What follows belongs to an exercise in optimizing a design on an open flow for small area; a production flow would make more cautious choices.
In this exercise RTL edits were held to simulation tests only and were not proved equivalent to the original.

### flow/run.sh
#!/bin/bash
# synth_recipe.tcl (not shown) runs the flow's synth.tcl, then flattens the netlist and writes it again
# the make line also repeats each setting of config.mk as NAME=value (left out here)
make -C /OpenROAD-flow-scripts/flow DESIGN_CONFIG=/design/flow/config.mk WORK_HOME=/design/flow/orfs CLKGATE_MAP_FILE= SYNTH_SCRIPT=/design/flow/synth_recipe.tcl finish
### flow/constraint.sdc
create_clock -name core_clock -period 11.0 [get_ports {clk}]
set_input_delay 2.2000 -clock core_clock [delete_from_list [all_inputs] [get_ports {clk}]]
set_output_delay 2.2000 -clock core_clock [all_outputs]
set_load 0.01 [all_outputs]
### flow/design.v
package rcm_pkg;
    localparam int ADC_WIDTH_DEFAULT = 12;
    localparam int FRAC_W            = 16;
    localparam int CAL_W             = 24;
    localparam int WIN_W             = 12;
    localparam int SAMPLE_W          = 12;
    localparam int IN_DATA_W         = 16;
    localparam int RESULT_W          = 32;
    localparam int CFG_ADDR_W        = 1;
    localparam int CFG_DATA_W        = 24;
    localparam int MUL_W             = 32;
    localparam logic [WIN_W-1:0] WIN_RESET = 12'd1480;
    localparam logic [CFG_ADDR_W-1:0] REG_CALIBRATION  = 1'b0;
    localparam logic [CFG_ADDR_W-1:0] REG_SAMPLE_COUNT = 1'b1;
    localparam int               SCALE_SHIFT     = 5;
    localparam logic [MUL_W-1:0] SCALE_RCP       = 32'd858993460;
    localparam int               SCALE_RCP_SHIFT = 33;
endpackage
module rcm_sub #(
    parameter int WIDTH = 31
) (
    input  logic [WIDTH-1:0] a,
    input  logic [WIDTH-1:0] b,
    output logic [WIDTH-1:0] diff,
    output logic             ge
);
    logic [WIDTH:0] full;
    assign full = {1'b0, a} - {1'b0, b};
    assign diff = full[WIDTH-1:0];
    assign ge   = ~full[WIDTH];
endmodule
module rcm_mul #(
    parameter int WIDTH = 28
) (
    input  logic               clk,
    input  logic [WIDTH-1:0]   a,
    input  logic [WIDTH-1:0]   b,
    output logic [2*WIDTH-1:0] prod
);
    logic [2*WIDTH-1:0] prod_reg;
    always_ff @(posedge clk)
    begin
        prod_reg <= a * b;
    end
    assign prod = prod_reg;
endmodule
module rms_current_meter #(
    parameter int ADC_WIDTH = rcm_pkg::ADC_WIDTH_DEFAULT
) (
    input  logic                             clk,
    input  logic                             rst_n,
    input  logic [rcm_pkg::IN_DATA_W-1:0]    s_axis_tdata,
    input  logic                             s_axis_tvalid,
    output logic                             s_axis_tready,
    output logic [rcm_pkg::RESULT_W-1:0]     m_axis_tdata,
    output logic                             m_axis_tvalid,
    input  logic                             m_axis_tready,
    input  logic                             cfg_we,
    input  logic [rcm_pkg::CFG_ADDR_W-1:0]   cfg_addr,
    input  logic [rcm_pkg::CFG_DATA_W-1:0]   cfg_data
);
    localparam logic [3:0] S_IDLE = 4'd0;
    localparam logic [3:0] S_UPDP = 4'd1;
    localparam logic [3:0] S_UPDM = 4'd2;
    localparam logic [3:0] S_MUL  = 4'd3;
    localparam logic [3:0] S_WACC = 4'd4;
    localparam logic [3:0] S_ACC  = 4'd5;
    localparam logic [3:0] S_DIV  = 4'd6;
    localparam logic [3:0] S_SQRT = 4'd7;
    localparam logic [3:0] S_CMUL = 4'd8;
    localparam logic [3:0] S_WR5  = 4'd9;
    localparam logic [3:0] S_R5   = 4'd10;
    localparam logic [3:0] S_WQ5  = 4'd11;
    localparam logic [3:0] S_Q5   = 4'd12;
    localparam logic [3:0] S_OUT  = 4'd13;
    logic [7:0] o [4];
    logic [7:0] p [4];
    logic [7:0] a [8];
    logic [7:0] d8;
    logic [7:0] o_in, p_in, a_in;
    logic       p_en, d8_en;
    logic [3:0] state, state_n;
    logic [2:0] t;
    logic [5:0] k, k_n;
    logic       ofs_init, ofs_init_n;
    logic       acc_clr, acc_clr_n;
    logic       out_valid, out_valid_n;
    logic       div_tail, div_tail_n;
    logic       sq_tail, sq_tail_n;
    logic       sq_tail_rd, sq_tail_rd_n;
    logic       sq_tail_wr, sq_tail_wr_n;
    logic       cm_tail, cm_tail_n;
    logic [23:0] cal_reg;
    logic [11:0] win_reg;
    logic        cal_def, win_def;
    logic       s_neg, s_neg_n;           
    logic       mcur, mcur_n;             
    logic       mnext, mnext_n;           
    logic       minit, minit_n;           
    logic       rsign, rsign_n;           
    logic       sq_q, sq_q_n;             
    logic [1:0] pairr, pairr_n;           
    logic [2:0] r5, r5_n;                 
    logic       xcar, ybor;
    logic [3:0] nib;
    logic       sh7;
    logic [1:0] rprev;                    
    logic [2:0] sprev;                    
    logic [4:0] qprev5;
    logic [6:0] yprev7;
    logic [1:0] qp67;
    logic       qbor;
    logic [1:0]  tm4;
    logic [11:0] x;
    logic [23:0] cal_eff;
    logic [11:0] win_eff, lmax;
    assign tm4     = t[1:0];
    assign x       = s_axis_tdata[11:0];
    assign cal_eff = cal_def ? 24'd0 : cal_reg;
    assign win_eff = win_def ? 12'd1480 : win_reg;
    assign lmax    = (win_eff == 12'd0) ? 12'd1 : win_eff;
    function automatic logic [7:0] rrow(input logic [1:0] row, input logic [11:0] xv);
        case (row)
            2'd2:    rrow = xv[7:0];
            2'd3:    rrow = {4'h0, xv[11:8]};
            default: rrow = 8'h00;
        endcase
    endfunction
    function automatic logic [7:0] orow(input logic init, input logic [1:0] row, input logic [7:0] v);
        if (init)
            orow = (row == 2'd3) ? 8'h08 : 8'h00;
        else
            orow = v;
    endfunction
    logic m_upd, m_updm, m_mul, m_acc, m_divw, m_div, m_sqw, m_sq, m_y, m_q5;
    logic [1:0] mc;      
    logic [1:0] sc;      
    logic [2:0] tau;
    logic [7:0] xa, xb, ya, yb;
    logic       xc, yc;
    logic [8:0] xs, ys;
    logic [7:0] tap, drow, dsh, orw;
    logic [7:0] rr, am, bm, mrow, m16, pin, madd;
    logic       mlook;
    logic [7:0] av, ad;
    logic [11:0] n_new;
    logic       dsub, qbit;
    logic [7:0] dain, dbin;
    logic [7:0] srow, root, sv, r4;
    logic       ssub;
    logic [7:0] qr, q5, zr, qo;
    logic [5:0] rsum;
    logic [9:0] qq;
    logic       br;
    logic [5:0] idx;
    always_comb
    begin
        tau    = k[2:0];
        m_upd  = (state == S_UPDP) || (state == S_UPDM);
        m_updm = (state == S_UPDM);
        m_mul  = (state == S_MUL) || (state == S_CMUL && t >= 3'd5) || cm_tail;
        m_acc  = (state == S_ACC);
        m_divw = (state == S_DIV) && (k != 6'd52) && (t >= 3'd6);
        m_div  = m_divw || div_tail;
        m_sqw  = (state == S_SQRT) && (t >= 3'd5);
        m_sq   = m_sqw || sq_tail;
        m_y    = (state == S_R5) || (state == S_Q5);
        m_q5   = (state == S_Q5) && (tau >= 3'd3);
        if (state == S_MUL)
            mc = tm4;
        else if (cm_tail)
            mc = 2'd3;
        else
            mc = t[1:0] - 2'd1;
        sc = sq_tail ? 2'd3 : (t[1:0] - 2'd1);
        tap  = orow(ofs_init, tm4 + 2'd2, o[2]);
        orw  = orow(ofs_init, tm4, o[0]);
        rr   = rrow(tm4, x);
        am   = s_neg ? o[0] : rr;
        bm   = s_neg ? rr : o[0];
        if (m_upd)
        begin
            ya = rrow(tm4 + 2'd2, x);
            yb = tap;
            yc = (state == S_UPDP && tm4 == 2'd2) ? 1'b0 : ybor;
        end
        else if (m_y)
        begin
            ya = zr;
            yb = (tau == 3'd3) ? {5'd0, r5} : 8'h00;
            yc = (tau == 3'd3) ? 1'b0 : ybor;
        end
        else
        begin
            ya = am;
            yb = bm;
            yc = (tm4 == 2'd0) ? 1'b0 : ybor;
        end
        ys = {1'b0, ya} - {1'b0, yb} - {8'd0, yc};
        drow = (m_updm && tm4[1]) ? {8{s_neg}} : ys[7:0];
        dsh  = {drow[3:0], nib};
        if (state == S_MUL)
            mrow = ys[7:0];
        else if (mc == 2'd3)
            mrow = {4'h0, a[0][3:0]};
        else
            mrow = a[0];
        m16  = {mrow[3:0], (mc == 2'd0) ? 4'h0 : nib};
        pin  = minit ? 8'h00 : p[0];
        madd = (mcur && !minit) ? m16 : 8'h00;
        av = acc_clr ? 8'h00 : a[0];
        if (t == 3'd0)
            ad = d8;
        else if (t <= 3'd4)
            ad = p[3];
        else if (t == 3'd6)
            ad = 8'h10;
        else
            ad = 8'h00;
        dsub = !rsign;
        if (div_tail)
        begin
            dain = {6'd0, p[0][0], rprev[1]};
            dbin = {8{dsub}};
        end
        else if (t == 3'd6)
        begin
            dain = {p[0][6:4], a[0][3], 4'h0};
            dbin = {a[0][7:4] ^ {4{dsub}}, {4{dsub}}};
        end
        else
        begin
            dain = {p[0][6:0], rprev[1]};
            dbin = a[0] ^ {8{dsub}};
        end
        if (sq_tail)
            srow = sq_tail_rd ? {4'h0, a[0][3:0]} : 8'h00;
        else
            srow = (k == 6'd0) ? 8'h00 : a[0];
        ssub = !rsign;
        root = {srow[6:0], (sc == 2'd0) ? sq_q : sprev[2]};
        sv   = {srow[4:0], (sc == 2'd0) ? {sq_q, rsign, 1'b1} : sprev};
        r4   = {p[0][5:0], (sc == 2'd0) ? pairr : rprev};
        if (tau == 3'd0)
            qr = d8;
        else if (tau <= 3'd4)
            qr = p[2];
        else
            qr = 8'h00;
        q5 = {qr[2:0], (tau == 3'd0) ? 5'd0 : qprev5};
        xa = ({8{m_updm}} & orw)
           | ({8{m_mul}}  & pin)
           | ({8{m_acc}}  & av)
           | ({8{m_div}}  & dain)
           | ({8{m_sq}}   & r4)
           | ({8{m_y}}    & qr);
        xb = ({8{m_updm}} & dsh)
           | ({8{m_mul}}  & madd)
           | ({8{m_acc}}  & ad)
           | ({8{m_div}}  & dbin)
           | ({8{m_sq}}   & (sv ^ {8{ssub}}))
           | ({8{m_y}}    & q5);
        if (m_updm)
            xc = (tm4 == 2'd0) ? 1'b0 : xcar;
        else if (m_mul)
            xc = (mc == 2'd0) ? 1'b0 : xcar;
        else if (m_acc)
            xc = (t == 3'd0) ? 1'b0 : xcar;
        else if (m_div)
            xc = (t == 3'd6) ? dsub : xcar;
        else if (m_sq)
            xc = (sc == 2'd0) ? ssub : xcar;
        else
            xc = (tau == 3'd0) ? 1'b0 : xcar;
        xs = {1'b0, xa} + {1'b0, xb} + {8'd0, xc};
        if (mc == 2'd3)
            mlook = xs[8];
        else
            mlook = (p[1][0] & !minit) ^ (mcur & !minit & mrow[4]) ^ xs[8];
        n_new = {xs[7:0], a[7][7:4]};
        qbit  = div_tail & !xs[1];
        zr   = {xs[0], yprev7};
        rsum = {3'd0, r5} + {2'd0, zr[7:4]} + {2'd0, zr[3:0]};
        qq[1:0] = (tau == 3'd3) ? 2'b00 : qp67;
        br      = (tau == 3'd3) ? 1'b0 : qbor;
        for (int b = 0; b < 8; b++)
        begin
            qq[b + 2] = ys[b] ^ qq[b] ^ br;
            br        = (!ys[b] & (qq[b] | br)) | (qq[b] & br);
        end
        qo = qq[9:2];
        idx = 6'd39 - {k[4:0], 1'b0};
    end
    always_comb
    begin
        state_n      = state;
        k_n          = k;
        ofs_init_n   = ofs_init;
        acc_clr_n    = acc_clr;
        out_valid_n  = out_valid;
        div_tail_n   = 1'b0;
        sq_tail_n    = 1'b0;
        sq_tail_rd_n = 1'b0;
        sq_tail_wr_n = 1'b0;
        cm_tail_n    = 1'b0;
        s_neg_n      = s_neg;
        mcur_n       = mcur;
        mnext_n      = mnext;
        minit_n      = minit;
        rsign_n      = rsign;
        sq_q_n       = sq_q;
        pairr_n      = pairr;
        r5_n         = r5;
        o_in  = o[0];
        p_in  = p[0];
        a_in  = a[0];
        p_en  = 1'b1;
        d8_en = 1'b0;
        s_axis_tready = 1'b0;
        if (m_updm)
        begin
            o_in = xs[7:0];
            if (tm4 == 2'd1)
                s_neg_n = ys[7];
        end
        if (state == S_UPDP && tm4 == 2'd3)
            state_n = S_UPDM;
        if (state == S_UPDM && tm4 == 2'd3)
        begin
            ofs_init_n = 1'b0;
            state_n    = S_MUL;
            k_n        = '0;
            minit_n    = 1'b1;
        end
        if (m_mul)
            p_in = {mlook, xs[7:1]};
        if (state == S_MUL)
        begin
            if (tm4 == k[4:3])
                mnext_n = mrow[k[2:0]];
            if (tm4 == 2'd0 && k >= 6'd21)
                d8_en = 1'b1;
            if (tm4 == 2'd3)
            begin
                mcur_n  = (k[4:3] == 2'd3) ? mrow[k[2:0]] : mnext;
                minit_n = 1'b0;
                k_n     = k + 6'd1;
                if (k == 6'd28)
                begin
                    s_axis_tready = 1'b1;
                    state_n       = (t == 3'd7) ? S_ACC : S_WACC;
                end
            end
        end
        if (state == S_WACC && t == 3'd7)
            state_n = S_ACC;
        if (state == S_CMUL)
        begin
            if (t == 3'd4)
            begin
                mcur_n  = (k == 6'd0) ? 1'b0 : cal_eff[k[4:0] - 5'd1];
                minit_n = (k == 6'd0);
            end
            if (t == 3'd5 && k >= 6'd17)
                d8_en = 1'b1;
            if (t == 3'd7)
            begin
                cm_tail_n = 1'b1;
                k_n       = k + 6'd1;
                if (k == 6'd24)
                begin
                    state_n = S_WR5;
                    k_n     = '0;
                end
            end
        end
        if (m_acc)
        begin
            a_in = xs[7:0];
            if (t == 3'd7)
            begin
                acc_clr_n = 1'b0;
                if (n_new >= lmax)
                begin
                    state_n = S_DIV;
                    k_n     = '0;
                    rsign_n = 1'b0;
                end
                else
                    state_n = S_IDLE;
            end
        end
        if (div_tail)
        begin
            rsign_n = xs[1];
            p_in    = {p[0][7:2], xs[1:0]};
        end
        if (m_divw)
        begin
            if (t == 3'd6)
                p_in = {xs[7:4], p[0][3:0]};
            else
            begin
                p_in       = xs[7:0];
                div_tail_n = 1'b1;
            end
        end
        if (state == S_DIV)
        begin
            if (t <= 3'd5)
                a_in = {a[0][6:0], (t == 3'd0) ? qbit : sh7};
            else if (t == 3'd6)
                a_in = {a[0][7:4], a[0][2:0], sh7};
            if ((k == 6'd0 && t <= 3'd3) || k == 6'd52)
                p_in = 8'h00;
            if (t == 3'd7)
            begin
                k_n = k + 6'd1;
                if (k == 6'd52)
                begin
                    state_n = S_SQRT;
                    k_n     = '0;
                    rsign_n = 1'b0;
                    sq_q_n  = 1'b0;
                end
            end
        end
        if (state == S_SQRT)
        begin
            if (k < 6'd20)
            begin
                if (t == idx[5:3])
                    pairr_n = a[0][{idx[2:1], 1'b1} -: 2];
            end
            else if (t == 3'd0)
                pairr_n = 2'b00;
        end
        if (m_sq)
        begin
            p_in = xs[7:0];
            if (sc == 2'd3)
            begin
                rsign_n = xs[7];
                sq_q_n  = !xs[7];
                if (sq_tail_wr)
                    a_in = {a[0][7:4], root[3:0]};
            end
            else
                a_in = root;
        end
        if (state == S_SQRT && t == 3'd7)
        begin
            sq_tail_n    = 1'b1;
            sq_tail_rd_n = (k >= 6'd21);
            sq_tail_wr_n = (k >= 6'd20);
            k_n          = k + 6'd1;
            if (k == 6'd28)
            begin
                state_n = S_CMUL;
                k_n     = '0;
            end
        end
        if (state == S_WR5 && t == 3'd1)
        begin
            state_n = S_R5;
            k_n     = '0;
        end
        if (state == S_WQ5 && t == 3'd1)
        begin
            state_n = S_Q5;
            k_n     = '0;
        end
        if (state == S_R5)
        begin
            if (tau == 3'd0)
                r5_n = 3'd0;
            else if (tau >= 3'd3)
                r5_n = 3'(rsum % 6'd5);
        end
        if (m_q5)
            p_in = qo;
        if (m_y)
        begin
            k_n = k + 6'd1;
            if (tau == 3'd6)
            begin
                if (state == S_R5)
                    state_n = S_WQ5;
                else
                begin
                    state_n     = S_OUT;
                    out_valid_n = 1'b1;
                    acc_clr_n   = 1'b1;
                end
            end
        end
        if (state == S_OUT)
        begin
            p_en = 1'b0;
            if (m_axis_tready)
            begin
                out_valid_n = 1'b0;
                state_n     = S_IDLE;
            end
        end
        if (state == S_IDLE && s_axis_tvalid && tm4 == 2'd1)
            state_n = S_UPDP;
    end
    always_ff @(posedge clk or negedge rst_n)
    begin
        if (!rst_n)
        begin
            state     <= S_IDLE;
            t         <= '0;
            ofs_init  <= 1'b1;
            acc_clr   <= 1'b1;
            out_valid <= 1'b0;
            cal_def   <= 1'b1;
            win_def   <= 1'b1;
        end
        else
        begin
            state     <= state_n;
            t         <= t + 3'd1;
            ofs_init  <= ofs_init_n;
            acc_clr   <= acc_clr_n;
            out_valid <= out_valid_n;
            if (cfg_we && cfg_addr == rcm_pkg::REG_CALIBRATION)
                cal_def <= 1'b0;
            if (cfg_we && cfg_addr == rcm_pkg::REG_SAMPLE_COUNT)
                win_def <= 1'b0;
        end
    end
    always_ff @(posedge clk)
    begin
        if (cfg_we && cfg_addr == rcm_pkg::REG_CALIBRATION)
            cal_reg <= cfg_data[23:0];
        if (cfg_we && cfg_addr == rcm_pkg::REG_SAMPLE_COUNT)
            win_reg <= cfg_data[11:0];
        o[0] <= o[1];
        o[1] <= o[2];
        o[2] <= o[3];
        o[3] <= o_in;
        if (p_en)
        begin
            p[0] <= p[1];
            p[1] <= p[2];
            p[2] <= p[3];
            p[3] <= p_in;
        end
        for (int i = 0; i < 7; i++)
            a[i] <= a[i + 1];
        a[7] <= a_in;
        if (d8_en)
            d8 <= {xs[0], d8[7:1]};
        k          <= k_n;
        div_tail   <= div_tail_n;
        sq_tail    <= sq_tail_n;
        sq_tail_rd <= sq_tail_rd_n;
        sq_tail_wr <= sq_tail_wr_n;
        cm_tail    <= cm_tail_n;
        s_neg <= s_neg_n;
        mcur  <= mcur_n;
        mnext <= mnext_n;
        minit <= minit_n;
        rsign <= rsign_n;
        sq_q  <= sq_q_n;
        pairr <= pairr_n;
        r5    <= r5_n;
        xcar   <= xs[8];
        ybor   <= ys[8];
        nib    <= m_upd ? drow[7:4] : mrow[7:4];
        sh7    <= a[0][7];
        rprev  <= p[0][7:6];
        sprev  <= srow[7:5];
        qprev5 <= qr[7:3];
        yprev7 <= xs[7:1];
        qp67   <= qo[7:6];
        qbor   <= br;
    end
    assign m_axis_tdata  = {p[3], p[2], p[1], p[0]};
    assign m_axis_tvalid = out_valid;
endmodule
### flow/config.mk
export PLATFORM = sky130hd
export DESIGN_NAME = rms_current_meter
export DESIGN_NICKNAME = rms_current_meter
export VERILOG_FILES = /design/flow/design.v
export SDC_FILE = /design/flow/constraint.sdc
export NUM_CORES = 4
export LEC_CHECK = 0
export CAP_MARGIN = 20
export CORE_MARGIN = 2
export CORE_UTILIZATION = 40
export SLEW_MARGIN = 20
==> impl_metrics.toml, run 1 <==
[sta]
finalSetupViolCount = 0
fin_crit_sh_pct = 87.17
clock_skew_ns = 0.02128
relSlewSlack_pct = 35.05
final_max_slew_viol_count = 0
rsz0062_at_grt = "false"
hold_viol = 0
whs_ns = 0.3223
finalCriticalPeriod_ns = 9.588
fin_tns_setup_ns = 0
tightest_slew_ns = 0.9743
fmax_ghz = 0.1043

[placed_design]
dp_hpwl_um = 26350
place_area_mm2 = 0.01330
routabilityCongestion = 0.9838
port-buffer-count = 75

[setup_path]
worstPathArrival_ns = 9.84
reg2reg_slack_ns = 1.41
reg2reg_depth = 32
timing.rr.start = "t[1]$_DFF_PN0_"
crit_fanout = 15
cp_num_buf_inv = 3
cp.required_ns = 11.25
crit_path_start_kind = "register"
regToRegEndpoint = "r5[0]$_SDFFCE_PP0P_"
cp-end-kind = "register"
cp_common_cell = "ha_1"
cp_slowest_stage_delay_ns = 0.73
crit_family = "compound AO/OA/AOI/OAI gates"
cpMaxStageDelayCell = "dfrtp_1"
setup.worst_path.class = "reg -> reg"

[final_layout]
area.sequential_mm2 = 0.005560
top_regs = "a: 64 flops, o: 32 flops, p: 32 flops"
areaGrowthSynthToFinish_pct = 16.80
fin_nets = 1419
multi_input_area_mm2 = 0.006106
drive_gt1_share_pct = 8.251
registers.top_by_ff_count = "a"
fin_area_mm2 = 0.01417
fillCellCount = 2754
diodes = 0
largest_reg_flops = 64

[grt]
grt_max_degree = 34
grt_pass1_wl_um = 56920
gr-total-overflow = 0
grtUsageTotal_pct = 23.39
grt_pass1_vias = 9758
antenna_found_initial = 0

[die]
initial_utilization_pct = 40.82
coreArea_mm2 = 0.02972
die_x_um = 178.1
fp-row-count = 63
dieArea_mm2 = 0.03174
ioPinCount = 80
die_h_um = 178.1

[cts]
cts_max_path_buffers = 3
clkSlewWorstSetupHoldPaths_ns = 0.07
cts_setup_buffers = 0
cts_made_buffers = 25
cts_root_buffer = "clkbuf_16"
clk_latency_ns = 0.55
ctsHtreeMaxLevel = 1
clock-sinks = 233
tritoncts = "yes"
cts_hold_buf = 0
cts.repair.resized = 0

[yosys]
synthArstFlopShare_pct = 5.150
synthDistinctLibCells = 80
synth.top_cell.area_share_pct = 22.77
synthTopCellsByArea = "dfxtp_1 (23%), edfxtp_1 (21%), ha_1 (5.7%)"
yosys_warnings = 4
synth_top_cells_by_count = "dfxtp_1 (138), nand2_1 (122), nor2_1 (91)"
ys.flop_type = "dfxtp_1"
synth.avg_cell_area_um2 = 9.735
ys_seq_area_share_pct = 45.84
synth_edf_count = 83
ys_ff_latch = 233
synth_most_common_cell = "dfxtp_1"
syn_area_mm2 = 0.01213
syn-instance-count = 1246
yosysTopAreaCell = "dfxtp_1"

[detailed_routing]
dr_total_vias = 10010
drc_errors = 0
drtIter0Drc = 989
first_pass_iters = 6
via_per_inst = 5.850
drt_wl_total_um = 36340
antenna_left = 0
wl_per_cell_um = 21.24

[worst_hold_path]
hold_end = "a[1][7]$_DFF_P_"
hold_class = "reg -> reg"
holdPathStages = 0
hold_path_startpoint = "a[2][7]$_DFF_P_"

[run_status]
status = "timing/DRC/antenna clean"

[job]
cap_viol_max_count = 0
routing by layer:
layer	GRT usage (%)	share of wire (%)	wire length, µm
met1	31.90	43	15690
met2	37.32	45	16410
met3	3.090	7.2	2630
met4	9.939	4.4	1605
met5	0	0	0
logic make-up (layout without fill, tap and decap cells):
family          Yosys count  after routing  share of synthesized area [%]
compound gates          341            341                          18.63
flops                   233            233                          45.84
fa+ha+maj                71             71                          8.314
mux                      46             46                          4.889
xor+xnor                 38             38                          2.868
buf+inv                 129            204                          4.095
simple gates            388            388                          15.37
stage by stage:
| stage | util (%) | setup slack, ns | std cells |
|---|---|---|---|
| after floorplan | - | 3.296 | 1246 |
| after global placement | 44.76 | 1.654 | 1665 |
| after detailed placement | 44.76 | 1.610 | 1665 |
| after CTS | 47.66 | 1.565 | 1711 |
| after global routing | 47.68 | 0.7054 | 1711 |
| final | 47.68 | 1.412 | 1711 |
area by class of cell:
class                   instances  share of cell area (%)
clock buffers                  29                   4.592
repair buffers                 99                   6.570
multi-input cells             884                   43.09
well taps                     390                   3.444
flip-flops and latches        233                   39.24
clock inverters                17                   1.492
inverters                      59                   1.563
worst max-delay path by stage:
stage,from,endpoint,cells past startpoint
floorplan,t[1]$_DFF_PN0_,r5[0]$_SDFFCE_PP0P_,34
detailed placement,t[1]$_DFF_PN0_,r5[0]$_SDFFCE_PP0P_,32
CTS,t[1]$_DFF_PN0_,r5[0]$_SDFFCE_PP0P_,32
finish,t[1]$_DFF_PN0_,r5[0]$_SDFFCE_PP0P_,32
global placement,t[1]$_DFF_PN0_,r5[0]$_SDFFCE_PP0P_,32
global route,t[1]$_DFF_PN0_,r5[0]$_SDFFCE_PP0P_,33
layout by cell type (no fill, tap or decap), types with 8 or more instances in the layout:
| cell | n |
|---|---|
| a211oi_1 | 15 |
| o211ai_1 | 8 |
| ha_1 | 55 |
| and2_1 | 9 |
| mux2i_1 | 30 |
| a21o_1 | 9 |
| dfxtp_1 | 138 |
| nor2b_1 | 24 |
| a22oi_1 | 15 |
| nand3_1 | 29 |
| nand2_1 | 122 |
| and3_1 | 15 |
| a222oi_1 | 8 |
| a21oi_1 | 79 |
| o21ai_0 | 75 |
| o22ai_1 | 10 |
| nand2b_1 | 21 |
| nor3_1 | 24 |
| o221ai_1 | 8 |
| nand4_1 | 9 |
| nor2_1 | 91 |
| clkdlybuf4s50_1 | 75 |
| edfxtp_1 | 83 |
| xor2_1 | 16 |
| o21ai_1 | 15 |
| buf_4 | 24 |
| dfrtp_1 | 8 |
| a31oi_1 | 20 |
| mux4_2 | 10 |
| inv_1 | 58 |
| or2_2 | 8 |
| xnor2_1 | 20 |
| a32oi_1 | 10 |
| clkbuf_16 | 25 |
| or3_1 | 10 |
| fa_1 | 16 |
==> inputs of run 2 (changes only) <==
--- a/flow/config.mk
+++ b/flow/config.mk
@@ -6,6 +6,8 @@
 export NUM_CORES = 4
 export LEC_CHECK = 0
+export ABC_AREA = 1
 export CAP_MARGIN = 20
 export CORE_MARGIN = 2
-export CORE_UTILIZATION = 40
+export CORE_UTILIZATION = 60
+export CTS_BUF_LIST = sky130_fd_sc_hd__clkbuf_4
 export SLEW_MARGIN = 20
==> run 2 against run 1 <==
Against the previous run:
- non-clock buffer count shrank 16
- critical path type unchanged
- routed wire length grew 6.5%
- still clean
- fmax grew 15%
- area after synthesis shrank 0.68%
- cell area shrank 2.5%
- register-to-register slack gained 1.3 ns
- via count grew 12%
- clock skew grew 0.030 ns
- sequential cell count is the same
- sequential share of layout area grew 1.0 points
==> impl_metrics.toml, run 2 <==
[final_layout]
drive_gt1_share_pct = 9.756
mostFrequentLayoutCells = "nand2_1 (285), inv_1 (179), nor2_1 (155), dfxtp_1 (138), o21ai_0 (113)"
multi_input_area_mm2 = 0.005635
final_common_cell = "nand2_1"
fillCellCount = 1569
registers.top_by_ff_count = "a"
largest_reg_flops = 64
fin_nets = 1676
fin_cells = 1867
areaGrowthSynthToFinish_pct = 14.66
top_regs = "a: 64 flops, o: 32 flops, p: 32 flops"
fin_area_mm2 = 0.01381
area.sequential_mm2 = 0.005560

[yosys]
synth_top_cells_by_count = "nand2_1 (285), inv_1 (179), nor2_1 (156)"
syn-instance-count = 1452
synthArstFlopShare_pct = 5.150
yosysTopAreaCell = "dfxtp_1"
ys.flop_type = "dfxtp_1"
yosys_warnings = 4
synth.top_cell.area_share_pct = 22.93
synth.avg_cell_area_um2 = 8.297
synthDistinctLibCells = 66
synthTopCellsByArea = "dfxtp_1 (23%), edfxtp_1 (21%), nand2_1 (8.9%)"
ys_ff_latch = 233
syn_area_mm2 = 0.01205
synth_most_common_cell = "nand2_1"
ys_seq_area_share_pct = 46.15
synth_edf_count = 83

[sta]
setup_slack_ns = 2.696
hold_viol = 0
final_max_slew_viol_count = 0
fin_crit_sh_pct = 75.49
whs_ns = 0.3143
fmax_ghz = 0.1204
clock_skew_ns = 0.05159
finalCriticalPeriod_ns = 8.304
rsz0062_at_grt = "false"
relSlewSlack_pct = 17.18
finalSetupViolCount = 0
fin_tns_setup_ns = 0
tightest_slew_ns = 1.233

[setup_path]
cp_common_cell = "nand2_1"
setup.worst_path.class = "reg -> reg"
cp_slowest_stage_delay_ns = 0.64
crit_path_start_kind = "register"
worstPathArrival_ns = 8.76
crit_fanout = 30
cpMaxStageDelayCell = "fa_1"
cp-end-kind = "register"
cp.required_ns = 11.46

[cts]
clock-sinks = 233
cts_root_buffer = "clkbuf_4"
clkSlewWorstSetupHoldPaths_ns = 0.07
ctsHtreeMaxLevel = 2
clk_latency_ns = 0.72
cts_max_path_buffers = 3
cts_setup_buffers = 0
tritoncts = "yes"
cts_hold_buf = 0
cts_made_buffers = 57
cts.repair.resized = 0

[grt]
grt_pass1_wl_um = 59640
grt_max_degree = 36
grt_pass1_vias = 10800
gr-total-overflow = 0
antenna_found_initial = 2
grtUsageTotal_pct = 36.45

[detailed_routing]
antenna_left = 0
first_pass_iters = 8
wl_per_cell_um = 20.73
via_per_inst = 5.984
drc_errors = 0
drtIter0Drc = 1320
dr_total_vias = 11170
drt_wl_total_um = 38690

[job]
cap_viol_max_count = 0

[die]
dieArea_mm2 = 0.02123
die_h_um = 145.7
die_x_um = 145.7
ioPinCount = 80
coreArea_mm2 = 0.01959
initial_utilization_pct = 61.50
fp-row-count = 51

[placed_design]
dp_slack_ns = 2.625
dpl.cell_count = 1765
place_area_mm2 = 0.01306
routabilityCongestion = 1.037
dp_hpwl_um = 28620
port-buffer-count = 75

[run_status]
status = "timing/DRC/antenna clean"

[worst_hold_path]
hold_class = "reg -> reg"
==> run 2: layout make-up <==
cell class              count  share of cell area (%)
clock inverters            17                  0.9057
inverters                 194                   5.271
multi-input cells         990                   40.79
flip-flops and latches    233                   40.25
repair buffers             83                   5.869
clock buffers              82                   4.456
diodes                      3                 0.05434
well taps                 265                   2.400
==> run 2: stage by stage <==
stage	utilization, %
after CTS	70.45
final	70.52
after floorplan	-
after detailed placement	66.67
after global placement	66.67
after global routing	70.49
==> run 2: layer usage <==
layer | global-route usage, % | up-vias | routed length (µm)
li1 | - | 5162 | -
met1 | 46.57 | 5218 | 15370
met2 | 58.68 | 656 | 17550
met3 | 7.304 | 137 | 3726
met4 | 19.56 | 0 | 2055
met5 | 0 | - | 0
==> run 2: final timing paths <==
path / startpoint / endpoint / slack, ns / cells past startpoint
max in group asynchronous: rst_n / t[2]$_DFF_PN0_ / 8.61 / 1
worst min register to register: o[1][3]$_DFF_P_ / o[0][3]$_DFF_P_ / 0.31 / 0
worst max register to register: k[0]$_DFF_P_ / r5[0]$_SDFFCE_PP0P_ / 2.70 / 41
min in group asynchronous: rst_n / t[1]$_DFF_PN0_ / 1.91 / 1
worst min-delay path: o[1][3]$_DFF_P_ / o[0][3]$_DFF_P_ / 0.31 / 0
worst max-delay path: k[0]$_DFF_P_ / r5[0]$_SDFFCE_PP0P_ / 2.70 / 41
==> run 2: cell families after synthesis <==
family          synth area share, %
simple gates                  19.77
fa+ha+maj                     8.371
mux                         0.09346
compound gates                16.61
xor+xnor                      1.807
flops                         46.15
buf+inv                       7.197
==> run 2: critical path, delay by kind of cell, from the launching register on <==
| kind | cells | cell delay, ns |
|---|---|---|
| adder cells (fa/ha/maj) | 8 | 2.83 |
| XOR/XNOR | 1 | 0.19 |
| AO/OA/AOI/OAI | 6 | 1.40 |
| AND/OR/NAND/NOR | 19 | 1.77 |
| buffers and inverters | 7 | 1.49 |
| flip-flops | 1 | 0.31 |
==> inputs of run 3 (changes only) <==
--- a/flow/design.v
+++ b/flow/design.v
@@ -69,8 +69,7 @@
     localparam logic [3:0] S_SQRT = 4'd7;
     localparam logic [3:0] S_CMUL = 4'd8;
-    localparam logic [3:0] S_WR5  = 4'd9;
-    localparam logic [3:0] S_R5   = 4'd10;
-    localparam logic [3:0] S_WQ5  = 4'd11;
-    localparam logic [3:0] S_Q5   = 4'd12;
+    localparam logic [3:0] S_WQ5  = 4'd9;
+    localparam logic [3:0] S_Q5   = 4'd10;
+    localparam logic [3:0] S_FIX  = 4'd11;
     localparam logic [3:0] S_OUT  = 4'd13;
     logic [7:0] o [4];
@@ -100,24 +99,47 @@
     logic       rsign, rsign_n;           
     logic       sq_q, sq_q_n;             
-    logic [1:0] pairr, pairr_n;           
     logic [2:0] r5, r5_n;                 
     logic       xcar, ybor;
     logic [3:0] nib;
-    logic       sh7;
+    logic [1:0] sh2;                      
     logic [1:0] rprev;                    
     logic [2:0] sprev;                    
-    logic [4:0] qprev5;
-    logic [6:0] yprev7;
     logic [1:0] qp67;
     logic       qbor;
     logic [1:0]  tm4;
     logic [11:0] x;
-    logic [23:0] cal_eff;
-    logic [11:0] win_eff, lmax;
+    logic [31:0] calx;
+    logic [11:0] win_eff;
     assign tm4     = t[1:0];
     assign x       = s_axis_tdata[11:0];
-    assign cal_eff = cal_def ? 24'd0 : cal_reg;
+    assign calx    = {7'd0, cal_reg, 1'b0};
     assign win_eff = win_def ? 12'd1480 : win_reg;
-    assign lmax    = (win_eff == 12'd0) ? 12'd1 : win_eff;
+    function automatic logic [8:0] add8(input logic [7:0] fa, input logic [7:0] fb, input logic fc);
+        logic c;
+        c = fc;
+        for (int i = 0; i < 8; i++)
+        begin
+            add8[i] = fa[i] ^ fb[i] ^ c;
+            c       = (fa[i] & fb[i]) | (fa[i] & c) | (fb[i] & c);
+        end
+        add8[8] = c;
+    endfunction
+    function automatic logic [8:0] sub8(input logic [7:0] fa, input logic [7:0] fb, input logic fc);
+        logic c;
+        c = fc;
+        for (int i = 0; i < 8; i++)
+        begin
+            sub8[i] = fa[i] ^ fb[i] ^ c;
+            c       = (!fa[i] & fb[i]) | (!fa[i] & c) | (fb[i] & c);
+        end
+        sub8[8] = c;
+    endfunction
+    function automatic logic geq12(input logic [11:0] fa, input logic [11:0] fb);
+        logic c;
+        c = 1'b1;
+        for (int i = 0; i < 12; i++)
+            c = (fa[i] & !fb[i]) | (fa[i] & c) | (!fb[i] & c);
+        geq12 = c;
+    endfunction
     function automatic logic [7:0] rrow(input logic [1:0] row, input logic [11:0] xv);
         case (row)
@@ -133,5 +155,6 @@
             orow = v;
     endfunction
-    logic m_upd, m_updm, m_mul, m_acc, m_divw, m_div, m_sqw, m_sq, m_y, m_q5;
+    logic m_upd, m_updm, m_mul, m_acc, m_divw, m_div, m_sqw, m_sq, m_y, m_q5, m_fix;
+    logic [7:0] krow;
     logic [1:0] mc;      
     logic [1:0] sc;      
@@ -149,9 +172,7 @@
     logic [7:0] srow, root, sv, r4;
     logic       ssub;
-    logic [7:0] qr, q5, zr, qo;
-    logic [5:0] rsum;
+    logic [7:0] qm, q0, qp, qr, q5, zr, qo;
     logic [9:0] qq;
     logic       br;
-    logic [5:0] idx;
     always_comb
     begin
@@ -165,6 +186,7 @@
         m_sqw  = (state == S_SQRT) && (t >= 3'd5);
         m_sq   = m_sqw || sq_tail;
-        m_y    = (state == S_R5) || (state == S_Q5);
-        m_q5   = (state == S_Q5) && (tau >= 3'd3);
+        m_y    = (state == S_Q5);
+        m_fix  = (state == S_FIX);
+        m_q5   = (state == S_Q5) && (tau >= 3'd2);
         if (state == S_MUL)
             mc = tm4;
@@ -185,10 +207,4 @@
             yc = (state == S_UPDP && tm4 == 2'd2) ? 1'b0 : ybor;
         end
-        else if (m_y)
-        begin
-            ya = zr;
-            yb = (tau == 3'd3) ? {5'd0, r5} : 8'h00;
-            yc = (tau == 3'd3) ? 1'b0 : ybor;
-        end
         else
         begin
@@ -197,5 +213,5 @@
             yc = (tm4 == 2'd0) ? 1'b0 : ybor;
         end
-        ys = {1'b0, ya} - {1'b0, yb} - {8'd0, yc};
+        ys = sub8(ya, yb, yc);
         drow = (m_updm && tm4[1]) ? {8{s_neg}} : ys[7:0];
         dsh  = {drow[3:0], nib};
@@ -208,5 +224,5 @@
         m16  = {mrow[3:0], (mc == 2'd0) ? 4'h0 : nib};
         pin  = minit ? 8'h00 : p[0];
-        madd = (mcur && !minit) ? m16 : 8'h00;
+        madd = mcur ? m16 : 8'h00;
         av = acc_clr ? 8'h00 : a[0];
         if (t == 3'd0)
@@ -241,12 +257,16 @@
         root = {srow[6:0], (sc == 2'd0) ? sq_q : sprev[2]};
         sv   = {srow[4:0], (sc == 2'd0) ? {sq_q, rsign, 1'b1} : sprev};
-        r4   = {p[0][5:0], (sc == 2'd0) ? pairr : rprev};
-        if (tau == 3'd0)
-            qr = d8;
-        else if (tau <= 3'd4)
-            qr = p[2];
-        else
-            qr = 8'h00;
-        q5 = {qr[2:0], (tau == 3'd0) ? 5'd0 : qprev5};
+        r4   = {p[0][5:0], (sc == 2'd0) ? sh2 : rprev};
+        case (tau)
+            3'd0:    begin qm = 8'h00; q0 = d8;     qp = p[2];  end
+            3'd1:    begin qm = d8;    q0 = p[1];   qp = p[2];  end
+            3'd2,
+            3'd3:    begin qm = p[0];  q0 = p[1];   qp = p[2];  end
+            3'd4:    begin qm = p[0];  q0 = p[1];   qp = 8'h00; end
+            3'd5:    begin qm = p[0];  q0 = 8'h00;  qp = 8'h00; end
+            default: begin qm = 8'h00; q0 = 8'h00;  qp = 8'h00; end
+        endcase
+        qr = {qp[0], q0[7:1]};
+        q5 = {q0[3:0], qm[7:4]};
         xa = ({8{m_updm}} & orw)
            | ({8{m_mul}}  & pin)
@@ -254,5 +274,6 @@
            | ({8{m_div}}  & dain)
            | ({8{m_sq}}   & r4)
-           | ({8{m_y}}    & qr);
+           | ({8{m_y}}    & qr)
+           | ({8{m_fix}}  & p[0]);
         xb = ({8{m_updm}} & dsh)
            | ({8{m_mul}}  & madd)
@@ -260,5 +281,6 @@
            | ({8{m_div}}  & dbin)
            | ({8{m_sq}}   & (sv ^ {8{ssub}}))
-           | ({8{m_y}}    & q5);
+           | ({8{m_y}}    & q5)
+           | ({8{m_fix}}  & ~krow);
         if (m_updm)
             xc = (tm4 == 2'd0) ? 1'b0 : xcar;
@@ -271,24 +293,31 @@
         else if (m_sq)
             xc = (sc == 2'd0) ? ssub : xcar;
-        else
+        else if (m_y)
             xc = (tau == 3'd0) ? 1'b0 : xcar;
-        xs = {1'b0, xa} + {1'b0, xb} + {8'd0, xc};
+        else
+            xc = (tm4 == 2'd1) ? 1'b1 : xcar;
+        xs = add8(xa, xb, xc);
         if (mc == 2'd3)
             mlook = xs[8];
         else
-            mlook = (p[1][0] & !minit) ^ (mcur & !minit & mrow[4]) ^ xs[8];
+            mlook = (p[1][0] & !minit) ^ (mcur & mrow[4]) ^ xs[8];
         n_new = {xs[7:0], a[7][7:4]};
         qbit  = div_tail & !xs[1];
-        zr   = {xs[0], yprev7};
-        rsum = {3'd0, r5} + {2'd0, zr[7:4]} + {2'd0, zr[3:0]};
-        qq[1:0] = (tau == 3'd3) ? 2'b00 : qp67;
-        br      = (tau == 3'd3) ? 1'b0 : qbor;
+        zr = xs[7:0];
+        case (r5)
+            3'b110:  krow = (tm4 == 2'd1) ? 8'hcd : 8'hcc;
+            3'b100:  krow = (tm4 == 2'd1) ? 8'h9a : 8'h99;
+            3'b011:  krow = (tm4 == 2'd1) ? 8'h67 : 8'h66;
+            3'b001:  krow = (tm4 == 2'd1) ? 8'h34 : 8'h33;
+            default: krow = 8'h00;
+        endcase
+        qq[1:0] = (tau == 3'd2) ? 2'b00 : qp67;
+        br      = (tau == 3'd2) ? 1'b0 : qbor;
         for (int b = 0; b < 8; b++)
         begin
-            qq[b + 2] = ys[b] ^ qq[b] ^ br;
-            br        = (!ys[b] & (qq[b] | br)) | (qq[b] & br);
+            qq[b + 2] = zr[b] ^ qq[b] ^ br;
+            br        = (!zr[b] & (qq[b] | br)) | (qq[b] & br);
         end
         qo = qq[9:2];
-        idx = 6'd39 - {k[4:0], 1'b0};
     end
     always_comb
@@ -310,5 +339,4 @@
         rsign_n      = rsign;
         sq_q_n       = sq_q;
-        pairr_n      = pairr;
         r5_n         = r5;
         o_in  = o[0];
@@ -332,4 +360,5 @@
             k_n        = '0;
             minit_n    = 1'b1;
+            mcur_n     = 1'b0;
         end
         if (m_mul)
@@ -359,5 +388,5 @@
             if (t == 3'd4)
             begin
-                mcur_n  = (k == 6'd0) ? 1'b0 : cal_eff[k[4:0] - 5'd1];
+                mcur_n  = calx[k[4:0]] & !cal_def;
                 minit_n = (k == 6'd0);
             end
@@ -370,5 +399,5 @@
                 if (k == 6'd24)
                 begin
-                    state_n = S_WR5;
+                    state_n = S_WQ5;
                     k_n     = '0;
                 end
@@ -381,5 +410,5 @@
             begin
                 acc_clr_n = 1'b0;
-                if (n_new >= lmax)
+                if (geq12(n_new, win_eff))
                 begin
                     state_n = S_DIV;
@@ -394,22 +423,18 @@
         begin
             rsign_n = xs[1];
-            p_in    = {p[0][7:2], xs[1:0]};
+            p_in    = xs[7:0];
         end
         if (m_divw)
         begin
-            if (t == 3'd6)
-                p_in = {xs[7:4], p[0][3:0]};
-            else
-            begin
-                p_in       = xs[7:0];
+            p_in = xs[7:0];
+            if (t == 3'd7)
                 div_tail_n = 1'b1;
-            end
         end
         if (state == S_DIV)
         begin
             if (t <= 3'd5)
-                a_in = {a[0][6:0], (t == 3'd0) ? qbit : sh7};
+                a_in = {a[0][6:0], (t == 3'd0) ? qbit : sh2[1]};
             else if (t == 3'd6)
-                a_in = {a[0][7:4], a[0][2:0], sh7};
+                a_in = {a[0][7:4], a[0][2:0], sh2[1]};
             if ((k == 6'd0 && t <= 3'd3) || k == 6'd52)
                 p_in = 8'h00;
@@ -426,14 +451,6 @@
             end
         end
-        if (state == S_SQRT)
-        begin
-            if (k < 6'd20)
-            begin
-                if (t == idx[5:3])
-                    pairr_n = a[0][{idx[2:1], 1'b1} -: 2];
-            end
-            else if (t == 3'd0)
-                pairr_n = 2'b00;
-        end
+        if (state == S_SQRT && k < 6'd20 && t <= 3'd4)
+            a_in = {a[0][5:0], (t == 3'd0) ? 2'b00 : sh2};
         if (m_sq)
         begin
@@ -461,21 +478,9 @@
             end
         end
-        if (state == S_WR5 && t == 3'd1)
-        begin
-            state_n = S_R5;
-            k_n     = '0;
-        end
-        if (state == S_WQ5 && t == 3'd1)
+        if (state == S_WQ5 && t == 3'd2)
         begin
             state_n = S_Q5;
             k_n     = '0;
         end
-        if (state == S_R5)
-        begin
-            if (tau == 3'd0)
-                r5_n = 3'd0;
-            else if (tau >= 3'd3)
-                r5_n = 3'(rsum % 6'd5);
-        end
         if (m_q5)
             p_in = qo;
@@ -483,14 +488,18 @@
         begin
             k_n = k + 6'd1;
-            if (tau == 3'd6)
+            if (tau == 3'd5)
             begin
-                if (state == S_R5)
-                    state_n = S_WQ5;
-                else
-                begin
-                    state_n     = S_OUT;
-                    out_valid_n = 1'b1;
-                    acc_clr_n   = 1'b1;
-                end
+                r5_n    = qo[7:5];
+                state_n = S_FIX;
+            end
+        end
+        if (m_fix)
+        begin
+            p_in = xs[7:0];
+            if (tm4 == 2'd0)
+            begin
+                state_n     = S_OUT;
+                out_valid_n = 1'b1;
+                acc_clr_n   = 1'b1;
             end
         end
@@ -547,6 +556,7 @@
             p[1] <= p[2];
             p[2] <= p[3];
-            p[3] <= p_in;
+            p[3][1:0] <= p_in[1:0];
         end
+        p[3][7:2] <= p_in[7:2];
         for (int i = 0; i < 7; i++)
             a[i] <= a[i + 1];
@@ -566,18 +576,15 @@
         rsign <= rsign_n;
         sq_q  <= sq_q_n;
-        pairr <= pairr_n;
         r5    <= r5_n;
         xcar   <= xs[8];
         ybor   <= ys[8];
         nib    <= m_upd ? drow[7:4] : mrow[7:4];
-        sh7    <= a[0][7];
+        sh2    <= a[0][7:6];
         rprev  <= p[0][7:6];
         sprev  <= srow[7:5];
-        qprev5 <= qr[7:3];
-        yprev7 <= xs[7:1];
         qp67   <= qo[7:6];
         qbor   <= br;
     end
-    assign m_axis_tdata  = {p[3], p[2], p[1], p[0]};
+    assign m_axis_tdata  = {6'd0, p[3][1:0], p[2], p[1], p[0]};
     assign m_axis_tvalid = out_valid;
 endmodule
==> run 3 against run 2 <==
Against the previous run:
- utilization is 0.45 points lower
- non-clock buffer count is 13 lower
- routed wire length is 15% lower
- die area is 11% lower
==> impl_metrics.toml, run 3 <==
[sta]
fin_crit_sh_pct = 74.93
fin_tns_setup_ns = 0
rsz0062_at_grt = "false"
clock_skew_ns = 0.03913
finalSetupViolCount = 0
fmax_ghz = 0.1213
tightest_slew_ns = 1.063
hold_viol = 0
relSlewSlack_pct = 29.08
final_max_slew_viol_count = 0
setup_slack_ns = 2.758
finalCriticalPeriod_ns = 8.242

[final_layout]
fin_area_mm2 = 0.01216
fin_util_pct = 70.07
final_common_cell = "nand2_1"
drive_gt1_share_pct = 10.58
fin_nets = 1428
top_regs = "a: 64 flops, o: 32 flops, p: 32 flops"
registers.top_by_ff_count = "a"
fillCellCount = 1414
areaGrowthSynthToFinish_pct = 13.88
mostFrequentLayoutCells = "nand2_1 (237), inv_1 (164), dfxtp_1 (133), nor2_1 (114), o21ai_0 (111)"
largest_reg_flops = 64

[detailed_routing]
antenna_left = 0
first_pass_iters = 5
wl_per_cell_um = 20.45
drtIter0Drc = 1169
drt_wl_total_um = 33030
via_per_inst = 5.976
drc_errors = 0
dr_total_vias = 9651

[setup_path]
cp.required_ns = 11.55
crit_family = "adder cells"
reg2reg_depth = 25
setup.worst_path.class = "reg -> reg"
cp_common_cell = "fa_1"
cp_slowest_stage_delay_ns = 0.85
worstPathArrival_ns = 8.80
setup.worst_path.end = "p[3][7]$_DFF_P_"
regToRegEndpoint = "p[3][7]$_DFF_P_"
reg2reg_slack_ns = 2.76
cp-end-kind = "register"
worstSetupPathDepth = 25
cpMaxStageDelayCell = "fa_1"
cp_num_buf_inv = 5
timing.rr.start = "t[0]$_DFF_PN0_"
setup.worst_path.start = "t[0]$_DFF_PN0_"
crit_path_start_kind = "register"
crit_fanout = 17

[die]
fp-row-count = 48
coreArea_mm2 = 0.01736
ioPinCount = 80
initial_utilization_pct = 61.53
die_h_um = 137.4
die_x_um = 137.4
dieArea_mm2 = 0.01888

[cts]
cts_max_path_buffers = 3
clk_latency_ns = 0.68
ctsHtreeMaxLevel = 2
cts_made_buffers = 55
cts.repair.resized = 0
cts_setup_buffers = 0
clock-sinks = 220
cts_hold_buf = 0
cts_root_buffer = "clkbuf_4"
tritoncts = "yes"
clkSlewWorstSetupHoldPaths_ns = 0.07

[yosys]
yosys_warnings = 4
syn-instance-count = 1260
synth_top_cells_by_count = "nand2_1 (237), inv_1 (164), dfxtp_1 (133)"
synthMuxAreaShare_pct = 0
ys_seq_area_share_pct = 48.88
synth_edf_count = 75
synthDistinctLibCells = 57
synth-simple-area-share_pct = 18.09
ys_ff_latch = 220
synth.avg_cell_area_um2 = 8.475
ys.flop_type = "dfxtp_1"
synth_top_family_by_area = "simple AND/OR/NAND/NOR gates"
synthArstFlopShare_pct = 5.455
synth-compound-area-share_pct = 17.72
synth.top_cell.area_share_pct = 24.93
synth_most_common_cell = "nand2_1"
yosysTopAreaCell = "dfxtp_1"
syn_area_mm2 = 0.01068
synthTopCellsByArea = "dfxtp_1 (25%), edfxtp_1 (21%), nand2_1 (8.3%)"
synthAdderAreaFrac_pct = 5.788
synthXorXnorAreaFrac_pct = 1.066

[placed_design]
place_area_mm2 = 0.01144
routabilityCongestion = 1.003
dp_hpwl_um = 24450
port-buffer-count = 69
dp_slack_ns = 3.017

[grt]
gr-total-overflow = 0
grt_pass1_wl_um = 50400
grt_pass1_vias = 9085
grtUsageTotal_pct = 36.00
antenna_found_initial = 1
grt_max_degree = 31

[worst_hold_path]
holdPathStages = 0
hold_class = "reg -> reg"

[job]
cap_viol_max_count = 0

[run_status]
status = "timing/DRC/antenna clean"
run 3: cell count changes after synthesis, sizes merged, moves of 8 or more:
cell,previous run,this run
nand2,296,248
buf,8,29
nor2,164,125
fa,16,24
clkbuf,27,16
nand3,72,55
xor2,22,13
inv,193,175
edfxtp,83,75
ha,55,11
run 3: cell type report:
class | instances | area [µm²] | share of cell area, %
inverters | 176 | 660.6 | 5.432
multi-input cells | 824 | 4586 | 37.71
diodes | 1 | 2.502 | 0.02058
repair buffers | 70 | 698.2 | 5.741
clock inverters | 11 | 52.55 | 0.4321
clock buffers | 88 | 660.6 | 5.432
well taps | 225 | 281.5 | 2.315
flip-flops and latches | 220 | 5220 | 42.92
run 3: kinds of logic (layout without fill, tap and decap cells):
logic type | after synthesis | count (layout)
fa+ha+maj | 35 | 35
flops | 220 | 220
other cells | 1 | 7
simple gates | 457 | 457
compound gates | 313 | 313
buf+inv | 221 | 345
xor+xnor | 13 | 13
run 3: how the worst min path moves through the flow:
stage	from	endpoint	slack, ns
2_1_floorplan	a[1][0]$_DFF_P_	a[0][0]$_DFF_P_	0.31
3_3_place_gp	a[1][3]$_DFF_P_	a[0][3]$_DFF_P_	0.31
3_5_place_dp	a[1][0]$_DFF_P_	a[0][0]$_DFF_P_	0.31
4_1_cts	a[2][7]$_DFF_P_	a[1][7]$_DFF_P_	0.32
5_1_grt	a[5][1]$_DFF_P_	a[4][1]$_DFF_P_	0.33
6_report	a[5][3]$_DFF_P_	a[4][3]$_DFF_P_	0.32
run 3: layer usage:
layer | vias to the layer above | part of all wire, % | GRT usage, %
met5 | - | 0.19 | 2.500
met4 | 2 | 5.7 | 19.47
met3 | 125 | 10 | 7.616
li1 | 4443 | - | -
met2 | 625 | 45 | 57.10
met1 | 4456 | 38 | 46.02
run 3: metrics by stage:
stage,std cells,hold WS [ns]
after global routing,1615,0.3278
after CTS,1614,0.3243
after floorplan,1265,0.3096
final,1615,0.3213
after detailed placement,1515,0.3121
after global placement,1515,0.3097

-- port drivers added, routing unchanged --
The results above use ideal ports. As a check the final layouts listed here were re-extracted and re-timed, cells and wires unchanged.
Step 1, drivers: a clkbuf_16 drives clk and a buf_2 each remaining input, both assumed.
Step 2 moves the port delays by t, midway between the first and last clock arrival at a register: inputs arrive t later, outputs are due t later. That takes back most of the time a late clock gives input paths.
a / b / c = no drivers / after step 1 / after step 2; a / b = the first two.
run	t, ns	slack for setup (ns)	hold WS [ns]
run 1	0.585	1.412 / 1.412 / 1.412	0.322 / 0.322 / 0.322
run 2	0.736	2.696 / 2.696 / 2.497	0.314 / 0.314 / 0.314
run 3	0.699	2.758 / 2.758 / 2.758	0.321 / 0.321 / 0.321
After both steps every run listed still meets setup and hold. The setup slack of run 2, which loses most, moves by 0.000 ns with the drivers and by -0.199 ns with both steps.
